This is an optimization exercise on Yosys and OpenROAD, whose aim is small area, not a production implementation.
Only simulation tests tie the RTL to the original design; equivalence was not proved.
Power is estimated from default activity; no workload was simulated. The clock port is modelled as an ideal driver; clocking choices that lean on that would not hold on a real chip.

== run A ==
## sdio_burst_reader
module sdio_burst_reader #(
  parameter int unsigned CLK_DIV_SLOW = 125,    
  parameter int unsigned CLK_DIV_FAST = 2       
) (
  input  wire         clk_100mhz,
  input  wire         reset_ah,
  input  wire         start_i,
  input  wire  [19:0] sector_pos_i,
  input  wire  [19:0] sector_count_i,
  input  wire  sd_bus_pkg::buf_addr_t buf_addr_i,
  output logic [sd_bus_pkg::WORD_BITS-1:0] buf_data_o,
  output logic        init_done_o,
  output logic        sector_done_o,
  output logic        run_done_o,
  output logic        sdclk_o,
  output logic        cmd_o,
  output logic        cmd_oe_o,
  input  wire         cmd_i,
  input  wire  [3:0]  dat_i
);
Size: roughly 120 I/O pins, ~110,000 µm² of cells after synthesis.
clock: 10.0 ns
lec_check: 0
cap_margin: 5
core_margin: 2
core_utilization: 70
slew_margin: 5
standard.sh (not shown) runs the stock make flow with config.mk's settings and CLKGATE_MAP_FILE= SYNTH_SCRIPT=/design/flow/synth_recipe.tcl, a recipe that flattens the netlist after the stock synthesis.
==> flow/flow/run.sh <==
#!/bin/bash
# Standard layout (the standard.sh) with three changes:
#  - the sector buffer's read multiplexer in the synthesised netlist is re-mapped by
#    flow/rdmux.py (registers untouched; checked equivalent with yosys before use);
#  - clock tree: clkbuf_16 leaf clusters of up to 28 sinks, no dummy loads;
#  - port buffers are buf_1 cells.
# Each tool's output goes to a log of its own in this folder.
set -euo pipefail
RES=orfs/results/${FLOW_PLATFORM}/sdio_burst_reader/base
LIB=${FLOW_HOME}/platforms/${FLOW_PLATFORM}/lib/sky130_fd_sc_hd__tt_025C_1v80.lib
KNOBS=(
  "CTS_ARGS=-sink_clustering_enable -repair_clock_nets -dont_use_dummy_load -sink_clustering_size 28 -sink_clustering_max_diameter 100 -buf_list sky130_fd_sc_hd__clkbuf_16"
  "BUFFER_PORTS_ARGS=-buffer_cell sky130_fd_sc_hd__buf_1"
)

bash standard.sh "${KNOBS[@]}" synth > run_synth.log 2>&1
cp $RES/1_2_yosys.v $RES/1_2_yosys.std.v
if python3 flow/rdmux.py $RES/1_2_yosys.std.v $RES/1_2_yosys.mux.v > run_rdmux.log 2>&1 \
  && sed -e "s|@LIB@|$LIB|" -e "s|@STD@|$RES/1_2_yosys.std.v|" -e "s|@MUX@|$RES/1_2_yosys.mux.v|" \
       flow/eq.ys > run_eq.ys \
  && yosys -q run_eq.ys -l run_eq.log > /dev/null 2>&1; then
  echo "read multiplexer re-mapped" >> run_rdmux.log
  cp $RES/1_2_yosys.mux.v $RES/1_2_yosys.v
  rm -f $RES/1_synth.odb $RES/1_synth.sdc
else
  echo "re-mapping failed, keeping the standard netlist" >> run_rdmux.log
fi
bash standard.sh "${KNOBS[@]}" finish > run_layout.log 2>&1
Other scripts of this flow, unchanged in this note and not shown: flow/flow/eq.ys, flow/flow/rdmux.py
Run A | status: complete | timing, DRC, antenna: pass
The inputs of run B differ from those of run A as listed below.
--- a/flow/flow/run.sh
+++ b/flow/flow/run.sh
@@ -3,5 +3,5 @@
 #  - the sector buffer's read multiplexer in the synthesised netlist is re-mapped by
 #    flow/rdmux.py (registers untouched; checked equivalent with yosys before use);
-#  - clock tree: clkbuf_16 leaf clusters of up to 28 sinks, no dummy loads;
+#  - clock tree: clkbuf_16 leaf clusters of up to 32 sinks, no dummy loads;
 #  - port buffers are buf_1 cells.
 # Each tool's output goes to a log of its own in this folder.
@@ -10,5 +10,5 @@
 LIB=${FLOW_HOME}/platforms/${FLOW_PLATFORM}/lib/sky130_fd_sc_hd__tt_025C_1v80.lib
 KNOBS=(
-  "CTS_ARGS=-sink_clustering_enable -repair_clock_nets -dont_use_dummy_load -sink_clustering_size 28 -sink_clustering_max_diameter 100 -buf_list sky130_fd_sc_hd__clkbuf_16"
+  "CTS_ARGS=-sink_clustering_enable -repair_clock_nets -dont_use_dummy_load -sink_clustering_size 32 -sink_clustering_max_diameter 100 -buf_list sky130_fd_sc_hd__clkbuf_16"
   "BUFFER_PORTS_ARGS=-buffer_cell sky130_fd_sc_hd__buf_1"
 )
==> comparison <==
- In run B the power turned out about 1.5% lower than in run A.
- Run B completed; timing, DRC and antenna clean
- Diff run A -> run B: proportion of layout cells with a drive suffix above 1 -0.24 points; net switching power of the design -1.3%; non-filler instance count after layout ~0 delta.
- On wire length of the first global-routing pass, run B tracks run A almost exactly.
- Looking at cell area after layout across both flows, run B is the stronger of the two, with run A trailing.
Relative to run B, the following input files were edited for run C:
--- a/flow/flow/run.sh
+++ b/flow/flow/run.sh
@@ -3,5 +3,5 @@
 #  - the sector buffer's read multiplexer in the synthesised netlist is re-mapped by
 #    flow/rdmux.py (registers untouched; checked equivalent with yosys before use);
-#  - clock tree: clkbuf_16 leaf clusters of up to 32 sinks, no dummy loads;
+#  - clock tree: clkbuf_16 leaf clusters of up to 28 sinks, no dummy loads;
 #  - port buffers are buf_1 cells.
 # Each tool's output goes to a log of its own in this folder.
@@ -10,5 +10,5 @@
 LIB=${FLOW_HOME}/platforms/${FLOW_PLATFORM}/lib/sky130_fd_sc_hd__tt_025C_1v80.lib
 KNOBS=(
-  "CTS_ARGS=-sink_clustering_enable -repair_clock_nets -dont_use_dummy_load -sink_clustering_size 32 -sink_clustering_max_diameter 100 -buf_list sky130_fd_sc_hd__clkbuf_16"
+  "CTS_ARGS=-sink_clustering_enable -repair_clock_nets -dont_use_dummy_load -sink_clustering_size 28 -sink_clustering_max_diameter 100 -buf_list sky130_fd_sc_hd__clkbuf_16"
   "BUFFER_PORTS_ARGS=-buffer_cell sky130_fd_sc_hd__buf_1"
 )
--- a/flow/config.mk
+++ b/flow/config.mk
@@ -6,6 +6,6 @@
 export NUM_CORES = 4
 export LEC_CHECK = 0
-export CAP_MARGIN = 5
+export CAP_MARGIN = 0
 export CORE_MARGIN = 2
 export CORE_UTILIZATION = 70
-export SLEW_MARGIN = 5
+export SLEW_MARGIN = 0
Results
- The setup slack of run C is larger than that of run B.
- Non-clock buffer count: run B vs run C — no meaningful difference
- Fraction of area in registers, run C and run B, lower one = run C.
- [compare] base=run B new=run C: via count roughly the same, worst hold slack lower, post-layout instance area higher.
- Compared with run B, run C shows power per cell area higher by about 1.1%.
### run C -> run D
--- a/flow/flow/run.sh
+++ b/flow/flow/run.sh
@@ -3,5 +3,5 @@
 #  - the sector buffer's read multiplexer in the synthesised netlist is re-mapped by
 #    flow/rdmux.py (registers untouched; checked equivalent with yosys before use);
-#  - clock tree: clkbuf_16 leaf clusters of up to 28 sinks, no dummy loads;
+#  - clock tree: clkbuf_16 leaf clusters of up to 30 sinks, no dummy loads;
 #  - port buffers are buf_1 cells.
 # Each tool's output goes to a log of its own in this folder.
@@ -10,5 +10,5 @@
 LIB=${FLOW_HOME}/platforms/${FLOW_PLATFORM}/lib/sky130_fd_sc_hd__tt_025C_1v80.lib
 KNOBS=(
-  "CTS_ARGS=-sink_clustering_enable -repair_clock_nets -dont_use_dummy_load -sink_clustering_size 28 -sink_clustering_max_diameter 100 -buf_list sky130_fd_sc_hd__clkbuf_16"
+  "CTS_ARGS=-sink_clustering_enable -repair_clock_nets -dont_use_dummy_load -sink_clustering_size 30 -sink_clustering_max_diameter 100 -buf_list sky130_fd_sc_hd__clkbuf_16"
   "BUFFER_PORTS_ARGS=-buffer_cell sky130_fd_sc_hd__buf_1"
 )
--- a/flow/config.mk
+++ b/flow/config.mk
@@ -6,6 +6,6 @@
 export NUM_CORES = 4
 export LEC_CHECK = 0
-export CAP_MARGIN = 0
+export CAP_MARGIN = 5
 export CORE_MARGIN = 2
 export CORE_UTILIZATION = 70
-export SLEW_MARGIN = 0
+export SLEW_MARGIN = 5
--- outcome ---
- Setup slack in run D is smaller than in run C.
- | smallest hold slack | run D vs run C | ≈ equal |
- The run showing the greater worst voltage drop across the vdd grid is run D.
- In the metrics for run D and run C, the one carrying the higher clock group share of total power is run C.
- Looking at run D and run C, the first-pass GRT wire length is a wash.
- Comparing run D and run C, the lower utilization after layout was measured on run D.
- Run D and run C ended up with nearly the same buffering stage count on the worst path with inverters included.
- Delta (run D minus run C): clock buffer and inverter area fraction after layout lower; number of iterations in the first detailed-routing pass lower.
- On post-layout net count, run D tracks run C almost exactly.
- In run D the arrival time at the worst endpoint turned out 0.03 ns higher than in run C.

==> port drivers added, routing unchanged <==
The flow's constraints put no driver on any port. The routed layouts listed below were extracted and timed again, unchanged, in two steps. Step 1 sets driving cells, clkbuf_16 on the clock port and buf_2 on the other inputs (assumed; they add their load-dependent delay and slew). Step 2 times the ports against the registers' clock, not the clock port: input delays grow and output delays shrink by t, the midpoint of the rising clock arrivals with the driver on. Slacks: ideal / step 1 / step 2; pairs: ideal / step 1.
run | t (ns) | setup WS [ns] | hold slack, ns | worst setup path at the end | pins driven straight from the clock port
run A | 0.904 | 2.592 / 2.501 / 3.405 | 0.313 / 0.313 / 0.313 | register to output | 1
run B | 0.907 | 2.502 / 2.411 / 3.318 | 0.332 / 0.332 / 0.332 | register to output | 1
run C | 0.904 | 2.592 / 2.501 / 3.405 | 0.313 / 0.313 / 0.313 | register to output | 1
run D | 0.886 | 2.561 / 2.477 / 3.363 | 0.313 / 0.313 / 0.313 | register to output | 1
After both steps setup and hold are still met in every run listed.
